What follows belongs to an exercise in optimizing a design on an open flow for small area, a short achievable clock period and few clock cycles; a production flow would make more cautious choices.
Power figures rest on the tool's default switching activity, not on a simulated workload.

Setup of run A:
==> flow/design.v <==
package evs_pkg;
  localparam logic [1:0] K_WT  = 2'd0;   
  localparam logic [1:0] K_GW  = 2'd1;   
  localparam logic [1:0] K_RT  = 2'd2;   
  localparam logic [1:0] K_SGL = 2'd3;   
endpackage
`timescale 1ns/1ps
module evs_finder_top (
  input  logic        clk,
  input  logic        reset,
  input  logic        cmd_start,
  input  logic [2:0]  cmd_op,
  input  logic [41:0] cmd_adr_target,
  input  logic [41:0] cmd_adr_search,
  input  logic [9:0]  cmd_threshold,
  input  logic [9:0]  cmd_wait_cycles,
  input  logic [3:0]  cmd_evs_wanted,
  input  logic [15:0] cmd_guess_limit,
  input  logic        cmd_large_page,
  output logic        mem_req_valid,
  output logic        mem_req_write,
  output logic [41:0] mem_req_addr,
  input  logic        mem_ack,
  input  logic [3:0]  evs_rd_index,
  output logic        op_done,
  output logic [9:0]  op_timing,
  output logic [3:0]  evs_count,
  output logic [41:0] evs_rd_data
);
  logic [41:0] target_q;
  logic [25:0] base_hi;      
  logic [4:0]  base_lo;      
  logic [15:0] end_q;        
  logic [9:0]  thr_q;
  logic [9:0]  wait_q;
  logic [3:0]  need_q;       
  logic        large_q;
  logic        idle;         
  logic        start;        
  logic        waitack;      
  logic        waitw;        
  logic        is_wb;        
  logic [1:0]  kind;         
  logic        req_valid;
  logic        req_write;
  logic [9:0]  lat;          
  logic [16:0] g;            
  logic        g_full;       
  logic [3:0]  count;
  logic [15:0] slot [15];
  logic [3:0]  wr_lo;
  logic [41:0] addr_q;
  logic        slow;
  logic        at_limit;
  logic        wait_hit;
  logic        rt_ack;
  logic        found;
  logic        rt_done;
  logic [9:0]  lat_inc;
  logic [16:0] rb_g;
  logic [15:0] rb_m;
  logic [16:0] g_inc;
  logic [16:0] sel_g;
  logic [25:0] hi_p1;
  logic [25:0] hi_sel;
  logic [15:0] rb_grp [4];
  logic [41:0] gaddr;
  logic [15:0] srch_mid;
  assign slow     = (lat >= thr_q);
  assign at_limit = (g[15:0] == end_q);
  assign wait_hit = ((is_wb ? g[9:0] : lat) == wait_q);
  assign rt_ack   = waitack && mem_ack && (kind == evs_pkg::K_RT);
  assign found    = rt_ack && slow;
  assign rt_done  = rt_ack && ((slow && count == need_q) || at_limit);
  assign lat_inc  = (lat == 10'h3FF) ? lat : lat + 10'd1;
  assign g_inc    = {g[16] | g_full, g[15:0] + 16'd1};
  always_comb begin
    for (int j = 0; j < 4; j++) begin
      case (evs_rd_index[1:0])
        2'd0: rb_grp[j] = slot[4*j];
        2'd1: rb_grp[j] = slot[4*j+1];
        2'd2: rb_grp[j] = slot[4*j+2];
        default: rb_grp[j] = (j == 3) ? slot[14] : slot[4*j+3];
      endcase
    end
    rb_m = rb_grp[evs_rd_index[3:2]];
    rb_g = {evs_rd_index >= wr_lo, rb_m};
  end
  assign hi_p1 = base_hi + (large_q ? 26'd1 : 26'd32);
  assign sel_g  = idle ? rb_g : ((kind == evs_pkg::K_RT) ? g_inc : g);
  assign hi_sel = sel_g[16] ? hi_p1 : base_hi;
  assign gaddr[41:21] = hi_sel[25:5];
  assign gaddr[20:16] = large_q ? hi_sel[4:0]  : sel_g[15:11];
  assign gaddr[15:5]  = large_q ? sel_g[15:5] : sel_g[10:0];
  assign gaddr[4:0]   = large_q ? sel_g[4:0]  : base_lo;
  assign srch_mid = cmd_large_page ? cmd_adr_search[15:0] : cmd_adr_search[20:5];
  always_ff @(posedge clk) begin
    if (idle && cmd_start) begin
      target_q <= cmd_adr_target;
      base_hi  <= cmd_adr_search[41:16];
      base_lo  <= cmd_adr_search[4:0];
      end_q    <= srch_mid + cmd_guess_limit;
      thr_q    <= cmd_threshold;
      wait_q   <= cmd_wait_cycles;
      need_q   <= (cmd_evs_wanted == 4'd0) ? 4'd0 : cmd_evs_wanted - 4'd1;
      large_q  <= cmd_large_page;
      is_wb    <= (cmd_op == 3'd2);
    end
  end
  always_ff @(posedge clk) begin
    if (reset) begin
      idle      <= 1'b1;
      start     <= 1'b0;
      waitack   <= 1'b0;
      waitw     <= 1'b0;
      req_valid <= 1'b0;
      lat       <= '0;
      count     <= '0;
    end else begin
      req_valid <= 1'b0;
      if (idle && cmd_start) begin
        count <= '0;
        if (!cmd_op[2]) begin
          idle  <= 1'b0;
          start <= 1'b1;
        end
      end
      if (start) begin
        start     <= 1'b0;
        waitack   <= 1'b1;
        req_valid <= 1'b1;
        lat       <= 10'd1;
      end
      if (waitack) begin
        if (!mem_ack) begin
          lat <= lat_inc;
        end else begin
          case (kind)
            evs_pkg::K_WT, evs_pkg::K_GW: begin
              waitack <= 1'b0;
              waitw   <= 1'b1;
              lat     <= '0;
            end
            evs_pkg::K_RT: begin
              if (found) count <= count + 4'd1;
              if (rt_done) begin
                waitack <= 1'b0;
                idle    <= 1'b1;
              end else begin
                req_valid <= 1'b1;
                lat       <= 10'd1;
              end
            end
            default: begin
              waitack <= 1'b0;
              if (is_wb) waitw <= 1'b1;
              else       idle  <= 1'b1;
            end
          endcase
        end
      end
      if (waitw) begin
        if (wait_hit) begin
          waitw <= 1'b0;
          if (kind == evs_pkg::K_SGL) begin
            idle <= 1'b1;
          end else begin
            waitack   <= 1'b1;
            req_valid <= 1'b1;
            lat       <= 10'd1;
          end
        end else if (!is_wb) begin
          lat <= lat_inc;
        end
      end
    end
  end
  always_ff @(posedge clk) begin
    if (idle && cmd_start) begin
      kind      <= (cmd_op == 3'd0) ? evs_pkg::K_WT : evs_pkg::K_SGL;
      req_write <= (cmd_op != 3'd3);
      g         <= {1'b0, srch_mid};
      g_full    <= &srch_mid;
      wr_lo     <= '0;
    end else if (waitack && mem_ack) begin
      if (kind == evs_pkg::K_WT) kind <= evs_pkg::K_GW;
      if (kind == evs_pkg::K_GW) kind <= evs_pkg::K_RT;
      if (kind == evs_pkg::K_RT) begin
        kind      <= slow ? evs_pkg::K_WT : evs_pkg::K_GW;
        req_write <= 1'b1;
        g         <= g_inc;
        g_full    <= (g[15:0] == 16'hFFFE);
        if (slow && !g[16]) wr_lo <= count + 4'd1;
      end
      if (kind == evs_pkg::K_SGL) g <= '0;
    end else if (waitw) begin
      req_write <= (kind == evs_pkg::K_GW);
      if (is_wb) g <= g_inc;
    end
  end
  always_ff @(posedge clk) begin
    for (int k = 0; k < 15; k++) begin
      if (found && count == 4'(k)) slot[k] <= g[15:0];
    end
  end
  logic addr_tgt;
  assign addr_tgt = !idle && (start
                           || (waitw && kind != evs_pkg::K_GW)
                           || (waitack && kind == evs_pkg::K_RT && slow && mem_ack));
  always_ff @(posedge clk) begin
    addr_q <= addr_tgt ? target_q : gaddr;
  end
  assign op_done       = idle;
  assign op_timing     = lat;
  assign evs_count     = count;
  assign evs_rd_data   = addr_q;
  assign mem_req_valid = req_valid;
  assign mem_req_write = req_write;
  assign mem_req_addr  = addr_q;
endmodule
export LEC_CHECK = 0
export CAP_MARGIN = 20
export CORE_MARGIN = 2
export CORE_UTILIZATION = 60
export SETUP_SLACK_MARGIN = 1.5
export SLEW_MARGIN = 20
create_clock -name core_clock -period 5.0 [get_ports {clk}]
standard.sh (not shown) runs the stock make flow with config.mk's settings and CLKGATE_MAP_FILE= SYNTH_SCRIPT=/design/flow/synth_recipe.tcl, a recipe that flattens the netlist after the stock synthesis.
==> flow/flow/run.sh <==
#!/bin/bash
# The standard layout, with the smallest buffer on every port instead of the
# delay-cell buffer buffer_ports picks by default. The timing repair may still
# upsize any port buffer on a critical path.
set -euo pipefail
export BUFFER_PORTS_ARGS="-buffer_cell sky130_fd_sc_hd__buf_1"
bash standard.sh > standard_flow.log 2>&1
Input changes introduced in run B (baseline for comparison: run A):
- SETUP_SLACK_MARGIN: 1.5 -> 2.6
### Flow results
Summary of run B over run A: clock network fraction of total power shrank by 3.4 points, via count went up by about 9%, minimum setup slack in the final design rose 480 ps. Design area: run B > run A.
For run C, these inputs were changed with respect to run B:
- changing SETUP_SLACK_MARGIN from 2.6 to 1.5
--- a/flow/flow/run.sh
+++ b/flow/flow/run.sh
@@ -3,2 +3,2 @@
-# delay-cell buffer buffer_ports picks by default. The timing repair may still
-# upsize any port buffer on a critical path.
+# delay-cell buffer buffer_ports picks by default, clock tree without dummy
+# loads, and power recovery (gate downsizing) after global routing.
@@ -6,0 +7,2 @@
+export CTS_ARGS="-sink_clustering_enable -repair_clock_nets -dont_use_dummy_load"
+export RECOVER_POWER=100
## What came out
Taking run B as the reference, in run C critical path's largest stage delay increased by 170 ps relative to the old numbers, number of filler instances in the final layout now sits higher.
STATUS run=run C STAGES=ALL_DONE FINAL_CHECKS=FAILED CAUSE=max-capacitance violations, max-slew violations
Comparing run B and run C, the lower sequential share of layout area was measured on run B.
Row antenna diode count: run C lower / run B higher
Inputs modified between run C and run D:
- SETUP_SLACK_MARGIN changed from 1.5 to 2.2
==> flow/flow/run.sh <==
#!/bin/bash
# The standard layout, with the smallest buffer on every port instead of the
# delay-cell buffer buffer_ports picks by default. The timing repair may still
# upsize any port buffer on a critical path.
set -euo pipefail
export BUFFER_PORTS_ARGS="-buffer_cell sky130_fd_sc_hd__buf_1"
bash standard.sh > standard_flow.log 2>&1
Results
Looking across run C and run D, the single run that reached the end with no open violations was run D.
Row clock skew: run D lower / run C higher
Setup slack in run D is larger than in run C.
In the metrics for run C and run D, the one carrying the higher part of the power in the clock network is run D.
Run D ended up with met4 as its highest routed metal layer; run C ended up with met5.
Relative to run C, highest clock frequency the design can meet has increased by 40% in run D.
No functional check of the RTL was part of any run of this note.

[what the ideal ports hide]
How much do the figures lean on ideal ports? The routed layouts below were timed once more, with nothing changed but the port constraints. Step 1: set_driving_cell puts a clkbuf_16 on clk and a buf_2 on each other input, an assumption about the parent block. Step 2, shift: input delay + t, output delay - t, t = (earliest + latest rising clock arrival at the registers) / 2. This alone moves slack from input paths to output paths. Three values: no drivers, after step 1, after step 2; two values: the first two.
run | t (ns) | setup WS [ns] | latest minus earliest clock arrival (ns) | worst register clock-pin slew, ns
run A | 0.629 | 1.623 / 1.622 / 0.994 | 0.025 / 0.025 | 0.07 / 0.07
run B | 0.614 | 2.104 / 2.108 / 1.494 | 0.022 / 0.022 | 0.06 / 0.06
run C | 0.610 | 0.951 / 0.918 / 0.308 | 0.056 / 0.056 | 0.06 / 0.06
run D | 0.599 | 2.103 / 2.031 / 1.432 | 0.022 / 0.021 | 0.06 / 0.06
The setup slack of run D, which loses most, moves by -0.072 ns with the drivers and by -0.671 ns with both steps.
